Background: an optimization exercise with open tools, aiming at a short achievable clock period and few clock cycles. Do not read the settings as production practice.
In this exercise RTL edits were held to simulation tests only and were not proved equivalent to the original.
Power is estimated from default activity; no workload was simulated.

File: design/flow/design.v
package mips_pkg;
    typedef logic [32-1:0]             word_t;
    typedef logic [$clog2(32)-1:0]   reg_idx_t;
    typedef enum logic [5:0] {
        OPCODE_RTYPE = 6'h00,
        OPCODE_J     = 6'h02,
        OPCODE_BEQ   = 6'h04,
        OPCODE_BNE   = 6'h05,
        OPCODE_ADDIU = 6'h09,
        OPCODE_SLTIU = 6'h0B,
        OPCODE_ANDI  = 6'h0C,
        OPCODE_ORI   = 6'h0D,
        OPCODE_XORI  = 6'h0E,
        OPCODE_LUI   = 6'h0F,
        OPCODE_LW    = 6'h23,
        OPCODE_SW    = 6'h2B
    } opcode_t;
    typedef enum logic [5:0] {
        FUNCT_SLL  = 6'h00,
        FUNCT_SRL  = 6'h02,
        FUNCT_SRA  = 6'h03,
        FUNCT_JR   = 6'h08,
        FUNCT_ADDU = 6'h21,
        FUNCT_SUBU = 6'h23,
        FUNCT_AND  = 6'h24,
        FUNCT_OR   = 6'h25,
        FUNCT_XOR  = 6'h26,
        FUNCT_SLT  = 6'h2A,
        FUNCT_SLTU = 6'h2B
    } funct_t;
    typedef enum logic [3:0] {
        ALU_ADD, ALU_SUB, ALU_AND, ALU_OR, ALU_XOR, ALU_NOR,
        ALU_SLT, ALU_SLTU, ALU_SLL, ALU_SRL, ALU_SRA, ALU_LUI
    } alu_op_t;
    typedef enum logic [2:0] {
        STATE_FETCH, STATE_EXECUTE, STATE_MEMORY, STATE_WRITEBACK, STATE_HALTED
    } state_t;
endpackage
`timescale 1ns/10ps
module mips_reg_file (
    input  logic     clk,
    input  logic     reset,
    input  mips_pkg::reg_idx_t addr_a,
    input  mips_pkg::reg_idx_t addr_b,
    input  mips_pkg::reg_idx_t write_addr,
    input  logic     write_en,
    input  mips_pkg::word_t    data_in,
    output mips_pkg::word_t    a,
    output mips_pkg::word_t    b,
    output mips_pkg::word_t    register_v0
);
    mips_pkg::word_t regs [0:32-1];
    always_ff @(posedge clk) begin
        if (reset) begin
            for (int i = 0; i < 32; i++) begin
                regs[i] <= '0;
            end
        end else if (write_en && (write_addr != '0)) begin
            regs[write_addr] <= data_in;    
        end
    end
    assign a           = regs[addr_a];
    assign b           = regs[addr_b];
    assign register_v0 = regs[2];
endmodule
`timescale 1ns/10ps
module mips_alu (
    input  mips_pkg::alu_op_t    op,
    input  mips_pkg::word_t      x,
    input  mips_pkg::word_t      y,
    input  logic [4:0] shamt,
    output mips_pkg::word_t      result,
    output logic       zero
);
    always_comb begin
        case (op)
            mips_pkg::ALU_ADD: begin
                result = x + y;
            end
            mips_pkg::ALU_SUB: begin
                result = x - y;    
            end
            mips_pkg::ALU_AND: begin
                result = x & y;
            end
            mips_pkg::ALU_OR: begin
                result = x | y;
            end
            mips_pkg::ALU_XOR: begin
                result = x ^ y;
            end
            mips_pkg::ALU_NOR: begin
                result = ~(x | y);
            end
            mips_pkg::ALU_SLT: begin
                result = {31'd0, $signed(x) < $signed(y)};
            end
            mips_pkg::ALU_SLTU: begin
                result = {31'd0, x < y};
            end
            mips_pkg::ALU_SLL: begin
                result = y << shamt;
            end
            mips_pkg::ALU_SRL: begin
                result = y >> shamt;
            end
            mips_pkg::ALU_SRA: begin
                result = $signed(y) >>> shamt;
            end
            mips_pkg::ALU_LUI: begin
                result = {y[15:0], 16'h0000};
            end
            default: begin
                result = '0;
            end
        endcase
    end
    assign zero = (result == '0);
endmodule
`timescale 1ns/10ps
module mips_cpu_bus (
    input  logic       clk,
    input  logic       reset,
    output logic       active,
    output mips_pkg::word_t      register_v0,
    output mips_pkg::word_t      address,
    output logic       write,
    output logic       read,
    input  logic       waitrequest,
    output mips_pkg::word_t      writedata,
    output logic [3:0] byteenable,
    input  mips_pkg::word_t      readdata
);
    mips_pkg::state_t     state;
    mips_pkg::word_t      pc, pc_plus4, pc_next, branch_target;
    mips_pkg::word_t      ir, effective_ir;
    mips_pkg::opcode_t    opcode;
    mips_pkg::funct_t     funct;
    mips_pkg::reg_idx_t   rs, rt, rd;
    logic [4:0] shamt;
    logic [15:0] imm;
    logic [25:0] target;
    mips_pkg::word_t      imm_ext;
    mips_pkg::word_t      rs_val, rt_val;
    mips_pkg::word_t      alu_y, alu_result;
    mips_pkg::alu_op_t    alu_op;
    logic       alu_zero;
    logic       exec_write;      
    logic       rf_write_en;
    mips_pkg::word_t      rf_data_in;
    logic       is_load, is_store;
    always_comb begin
        effective_ir = (state == mips_pkg::STATE_EXECUTE) ? readdata : ir;
        opcode = mips_pkg::opcode_t'(effective_ir[31:26]);
        rs     = effective_ir[25:21];
        rt     = effective_ir[20:16];
        rd     = (opcode == mips_pkg::OPCODE_RTYPE) ? effective_ir[15:11] : rt;
        shamt  = effective_ir[10:6];
        funct  = mips_pkg::funct_t'(effective_ir[5:0]);
        imm    = effective_ir[15:0];
        target = effective_ir[25:0];
        case (opcode)
            mips_pkg::OPCODE_ANDI, mips_pkg::OPCODE_ORI, mips_pkg::OPCODE_XORI: imm_ext = {16'h0000, imm};
            default:                              imm_ext = {{16{imm[15]}}, imm};
        endcase
    end
    always_comb begin
        alu_op     = mips_pkg::ALU_ADD;
        alu_y      = imm_ext;
        exec_write = 1'b0;
        case (opcode)
            mips_pkg::OPCODE_RTYPE: begin
                alu_y      = rt_val;
                exec_write = 1'b1;
                case (funct)
                    mips_pkg::FUNCT_ADDU: alu_op = mips_pkg::ALU_ADD;
                    mips_pkg::FUNCT_SUBU: alu_op = mips_pkg::ALU_SUB;
                    mips_pkg::FUNCT_AND:  alu_op = mips_pkg::ALU_AND;
                    mips_pkg::FUNCT_OR:   alu_op = mips_pkg::ALU_OR;
                    mips_pkg::FUNCT_XOR:  alu_op = mips_pkg::ALU_XOR;
                    mips_pkg::FUNCT_SLT:  alu_op = mips_pkg::ALU_SLT;
                    mips_pkg::FUNCT_SLTU: alu_op = mips_pkg::ALU_SLTU;
                    mips_pkg::FUNCT_SLL:  alu_op = mips_pkg::ALU_SLL;
                    mips_pkg::FUNCT_SRL:  alu_op = mips_pkg::ALU_SRL;
                    mips_pkg::FUNCT_SRA:  alu_op = mips_pkg::ALU_SRA;
                    default:    exec_write = 1'b0;    
                endcase
            end
            mips_pkg::OPCODE_BEQ, mips_pkg::OPCODE_BNE: begin
                alu_op = mips_pkg::ALU_SUB;
                alu_y  = rt_val;
            end
            mips_pkg::OPCODE_ADDIU: begin alu_op = mips_pkg::ALU_ADD;  exec_write = 1'b1; end
            mips_pkg::OPCODE_SLTIU: begin alu_op = mips_pkg::ALU_SLTU; exec_write = 1'b1; end
            mips_pkg::OPCODE_ANDI:  begin alu_op = mips_pkg::ALU_AND;  exec_write = 1'b1; end
            mips_pkg::OPCODE_ORI:   begin alu_op = mips_pkg::ALU_OR;   exec_write = 1'b1; end
            mips_pkg::OPCODE_XORI:  begin alu_op = mips_pkg::ALU_XOR;  exec_write = 1'b1; end
            mips_pkg::OPCODE_LUI:   begin alu_op = mips_pkg::ALU_LUI;  exec_write = 1'b1; end
            default: ;    
        endcase
    end
    always_comb begin
        pc_plus4      = pc + 32'd4;
        branch_target = pc_plus4 + {imm_ext[29:0], 2'b00};
        pc_next       = pc_plus4;
        case (opcode)
            mips_pkg::OPCODE_BEQ:   if (alu_zero)  pc_next = branch_target;
            mips_pkg::OPCODE_BNE:   if (!alu_zero) pc_next = branch_target;
            mips_pkg::OPCODE_J:     pc_next = {pc_plus4[31:28], target, 2'b00};
            mips_pkg::OPCODE_RTYPE: if (funct == mips_pkg::FUNCT_JR) pc_next = rs_val;
            default: ;
        endcase
    end
    always_ff @(posedge clk) begin
        if (reset) begin
            state <= mips_pkg::STATE_FETCH;
            pc    <= 32'hBFC0_0000;
        end else begin
            case (state)
                mips_pkg::STATE_FETCH: begin
                    if (!waitrequest) state <= mips_pkg::STATE_EXECUTE;    
                end
                mips_pkg::STATE_EXECUTE: begin
                    pc <= pc_next;
                    if (is_load || is_store) begin
                        state <= mips_pkg::STATE_MEMORY;
                    end else if (pc_next == 32'h0000_0000) begin
                        state <= mips_pkg::STATE_HALTED;
                    end else begin
                        state <= mips_pkg::STATE_FETCH;
                    end
                end
                mips_pkg::STATE_MEMORY: begin
                    if (!waitrequest) state <= is_load ? mips_pkg::STATE_WRITEBACK : mips_pkg::STATE_FETCH;
                end
                mips_pkg::STATE_WRITEBACK: state <= mips_pkg::STATE_FETCH;
                mips_pkg::STATE_HALTED:    state <= mips_pkg::STATE_HALTED;    
                default:         state <= mips_pkg::STATE_FETCH;
            endcase
        end
    end
    always_ff @(posedge clk) begin
        if (state == mips_pkg::STATE_EXECUTE) ir <= readdata;
    end
    assign rf_write_en = ((state == mips_pkg::STATE_EXECUTE) && exec_write) || (state == mips_pkg::STATE_WRITEBACK);
    assign rf_data_in  = (state == mips_pkg::STATE_WRITEBACK) ? readdata : alu_result;
    mips_reg_file u_reg_file (
        .clk         (clk),
        .reset       (reset),
        .addr_a      (rs),
        .addr_b      (rt),
        .write_addr  (rd),
        .write_en    (rf_write_en),
        .data_in     (rf_data_in),
        .a           (rs_val),
        .b           (rt_val),
        .register_v0 (register_v0)
    );
    mips_alu u_alu (
        .op     (alu_op),
        .x      (rs_val),
        .y      (alu_y),
        .shamt  (shamt),
        .result (alu_result),
        .zero   (alu_zero)
    );
    assign is_load    = (opcode == mips_pkg::OPCODE_LW);
    assign is_store   = (opcode == mips_pkg::OPCODE_SW);
    assign read       = (state == mips_pkg::STATE_FETCH) || ((state == mips_pkg::STATE_MEMORY) && is_load);
    assign write      = (state == mips_pkg::STATE_MEMORY) && is_store;
    assign address    = (state == mips_pkg::STATE_MEMORY) ? alu_result : pc;    
    assign writedata  = rt_val;
    assign byteenable = 4'b1111;
    assign active     = (state != mips_pkg::STATE_HALTED);
endmodule
File: design/flow/run.sh
#!/bin/bash
# synth_recipe.tcl (not shown) runs the flow's synth.tcl, then flattens the netlist and writes it again
# the make line also repeats each setting of config.mk as NAME=value (left out here)
make -C /OpenROAD-flow-scripts/flow DESIGN_CONFIG=/design/flow/config.mk WORK_HOME=/design/flow/orfs CLKGATE_MAP_FILE= SYNTH_SCRIPT=/design/flow/synth_recipe.tcl finish
File: design/flow/config.mk
export PLATFORM = sky130hd
export DESIGN_NAME = mips_cpu_bus
export DESIGN_NICKNAME = mips_cpu_bus
export VERILOG_FILES = /design/flow/design.v
export SDC_FILE = /design/flow/constraint.sdc
export NUM_CORES = 4
export LEC_CHECK = 0
export CAP_MARGIN = 20
export CORE_MARGIN = 2
export CORE_UTILIZATION = 35
export PLACE_DENSITY = 0.55
export SETUP_SLACK_MARGIN = 0.2
export SLEW_MARGIN = 20
File: design/flow/constraint.sdc
create_clock -name core_clock -period 15.0 [get_ports {clk}]
set_input_delay 3.0000 -clock core_clock [delete_from_list [all_inputs] [get_ports {clk}]]
set_output_delay 3.0000 -clock core_clock [all_outputs]
set_load 0.01 [all_outputs]
==> results_dict.tcl <==
set metrics [dict create \
    place_hpwl_mm 241.0 \
    p_per_area_nw_per_um2 185.7 \
    nets 7547 \
    first_pass_iters 8 \
    criticalPathCategory "input port to output port" \
    synthTopCellsByArea "edfxtp_1 (42%), mux4_2 (8.0%), mux2i_1 (7.7%)" \
    cts_tree "built" \
    critPathRequiredTime_ns 12.00 \
    ys_ff_latch 1091 \
    pin_count 138 \
    vias_per_cell 6.584 \
    relSlewSlack_pct 20.52 \
    power_uw 15440 \
    clock_path_buffers 3 \
    ys_warn_count 3 \
    wl_per_cell_um 36.82 \
    core_um2 207300 \
    area_growth_pct 13.69 \
    drcViolationCount 0 \
    avgSynthCellArea_um2 9.841 \
    die-area_um2 212500 \
    worstMarginPinSlew_ns 1.190 \
    period_needed_ns 14.59 \
    synth_seq_area_share_pct 43.90 \
    overflow 0 \
    leakage_uw 0.03126 \
    slew_viol_final 0 \
    endpoint_kind "output port" \
    path_delay_family "compound AO/OA/AOI/OAI gates" \
    synth_edf_count 1024 \
    syn_area_um2 73100 \
    hold_path.class "flip-flop to flip-flop" \
    fp.dieW_um 461.0 \
    antenna_found_initial 13 \
    synth_top_area_share_pct 42.06 \
    synth-simple-area-share_pct 14.80 \
    cap_violations 0 \
    path_buf_inv 6 \
    cpMaxStageDelayCell "nor4_2" \
    clkSinkCount 1091 \
    grt_max_degree 142 \
    max_freq_mhz 68.54 \
    skew_ns 0.07395 \
    port_buffers 133 \
    htreeDepth 3 \
    fin_ws_ns 0.4101 \
    max_stage_delay_ns 0.85 \
    synthAdderAreaFrac_pct 2.239 \
    synth_compound_area_share_pct 16.37 \
    post-place-ws_ns 0.7993 \
    grt_pass1_wl_mm 516.2 \
    drt_iter0_drc 10760 \
    num_rows 167 \
    status "finished clean" \
    clk_pin_slew_ns 0.06 \
    ir_drop_v 0.0002512 \
    initial_utilization_pct 35.27 \
    synth_xor_area_share_pct 0.7771 \
    synthMuxAreaShare_pct 16.10 \
    grt_pass1_vias 63770 \
    period_share_pct 97.27 \
    die_h_um 461.0 \
    cts_hold_buf 0 \
    synthArstFlopShare_pct 0 \
    synthCells 7428 \
    gp_congestion 1.048 \
    cts_buffers 120 \
    fin_tns_setup_ns 0 \
    setup_viol 0 \
    clock-root-buffer "clkbuf_16" \
    cp_common_cell "a21oi_1" \
    hold_violations 0 \
    rsz0062_at_grt "no" \
    grt_usage_pct 34.57 \
    arrival_ns 11.59 \
    yosys.area.top_type "edfxtp_1" \
    rrSetupSlack_ns 2.71 \
    synth_top_family_by_area "compound AO/OA/AOI/OAI gates" \
    yosysUniqueCellTypes 106 \
    cp_max_fo 14 \
    cp-start-kind "input port" \
    clock_latency_ns 0.81 \
    post_cts_buffers 0 \
    drtAntennaViolNets 0 \
    synth_ff_type "edfxtp_1" \
    via_count 67650 \
    drive_above_1_share_pct 13.84 \
    wl_mm 378.4 \
]
==> final cells by class <==
class,instances,area (µm²)
repair buffers,497,4516
fillers,20290,124200
clock inverters,78,839.6
well taps,2788,3488
inverters,357,1361
clock buffers,140,3078
multi-input cells,5316,37710
diodes,8,20.02
flip-flops and latches,1091,32090
==> per-layer routing <==
metal / track usage (%) / vias up / part of all wire (%)
met3: 10.65 / 1231 / 13
met5: 0 / - / 0.063
met1: 43.15 / 33780 / 37
met4: 24.09 / 30 / 8.1
met2: 50.88 / 5113 / 42
li1: - / 27500 / -
==> path summary, 6_finish.rpt <==
kind,startpoint,to,cells past startpoint
setup / recovery,readdata[18],address[30],26
hold / removal,ir[31],ir[31],2
setup reg to reg,state[2],state[2],34
hold reg to reg,ir[31],ir[31],2
==> registers in the layout (all words and copies together) (netlist names) <==
| name | flops |
|---|---|
| u_reg_file.regs | 1024 |
| ir | 32 |
| pc | 32 |
| state | 3 |
==> through the flow <==
step	util [%]	hold WS, ns	instances	cell area (µm²)
global placement	38.10	0.4651	10040	78970
finish	40.10	0.5045	10280	83110
detailed placement	38.12	0.4792	10040	79010
CTS	40.01	0.4904	10260	82930
floorplan	-	0.4463	7462	73230
global route	40.09	0.5183	10270	83090
==> synthesized netlist by cell type, types with 18 or more instances <==
cell type and number:
a2111oi_2 26, a211oi_1 471, a21o_1 30, a21oi_1 260, a221oi_1 20, a22oi_1 34
a311oi_1 104, a31oi_1 77, a32oi_1 26, and2_1 21, and3_1 89, buf_1 66
buf_2 107, buf_4 23, clkbuf_1 493, dfxtp_1 67, edfxtp_1 1024, ha_1 126
inv_1 344, mux2i_1 563, mux4_2 261, nand2_1 854, nand2b_1 26, nand3_1 129
nand4_1 22, nor2_1 1223, nor3_1 88, nor4_1 23, o211ai_1 49, o21a_1 19
o21ai_0 234, o21ai_1 18, o221ai_1 35, o22ai_1 45, o31ai_1 21, o32ai_1 61
xnor2_1 42, xor2_1 21
==> layout by cell type, fill, tap and decap left out, types with 26 or more instances in the layout <==
master	netlist	final
dfxtp_1	67	66
a2111oi_2	26	26
o32ai_1	61	61
clkbuf_16	0	120
nor2_1	1223	1220
o221ai_1	35	35
and3_1	89	89
conb_1	2	36
buf_4	23	332
a21oi_1	260	249
buf_12	0	26
a22oi_1	34	34
nand2_1	854	793
mux2i_1	563	543
edfxtp_1	1024	1024
inv_1	344	340
mux4_2	261	261
clkdlybuf4s50_1	0	131
o22ai_1	45	45
a21o_1	30	30
a311oi_1	104	104
o211ai_1	49	49
o21ai_0	234	218
nand3_1	129	128
nand2_4	0	40
a211oi_1	471	471
a32oi_1	26	26
clkinv_1	3	31
a31oi_1	77	77
nor3_1	88	85
xnor2_1	42	42
ha_1	126	126
==> tightest hold or removal path, delay by kind of cell (launching register included) <==
family	cells	cell delay, ns
and+or+nand+nor	2	0.13
DFF	1	0.33
==> report_power, final <==
group | internal [µW] | leakage (µW) | switching [µW]
Combinational | 2520 | 0.0182 | 6310
Clock | 1720 | 0.00191 | 1340
Sequential | 3460 | 0.0111 | 102
Total | 7690 | 0.0313 | 7740
==> cells by family after synthesis <==
family	after synthesis
adder cells (fa/ha/maj)	129
AO/OA/AOI/OAI	1677
buffers and inverters	1055
XOR/XNOR	64
other	2
AND/OR/NAND/NOR	2570
flip-flops	1091
multiplexers	840
==> what timing repair did <==
| item | in CTS | in global routing |
|---|---|---|
| resized for setup | 0 | 1 |
| endpoints found under the hold margin | 0 | 0 |
| endpoints found under the setup margin | 0 | 1 |
Testbench counts, summed over its fixed seeds: cycles 69,049.

-- separate check: timing with driven ports --
In the flow no input, the clock included, has a driving cell. The finished layout below was timed again as built, in two steps.
Step 1 sets driving cells, clkbuf_16 on the clock port and buf_2 on the other inputs (assumed; they add their load-dependent delay and slew).
Step 2 adds t to the input delays and takes it off the output delays; t is the mean of the earliest and latest rising clock arrival at the registers after step 1. Input paths then give back, and output paths get back, about the clock's delay inside the block.
a / b / c = ideal / step 1 / step 2; a / b = the first two.
t (ns): 0.858
slack for setup (ns): 0.410 / 0.384 / 0.384
hold WS [ns]: 0.505 / 0.505 / 0.505
worst setup path after step 2: input to output
After both steps setup and hold are still met in this run. The setup slack of this run moves by -0.026 ns with the drivers and by -0.026 ns with both steps.
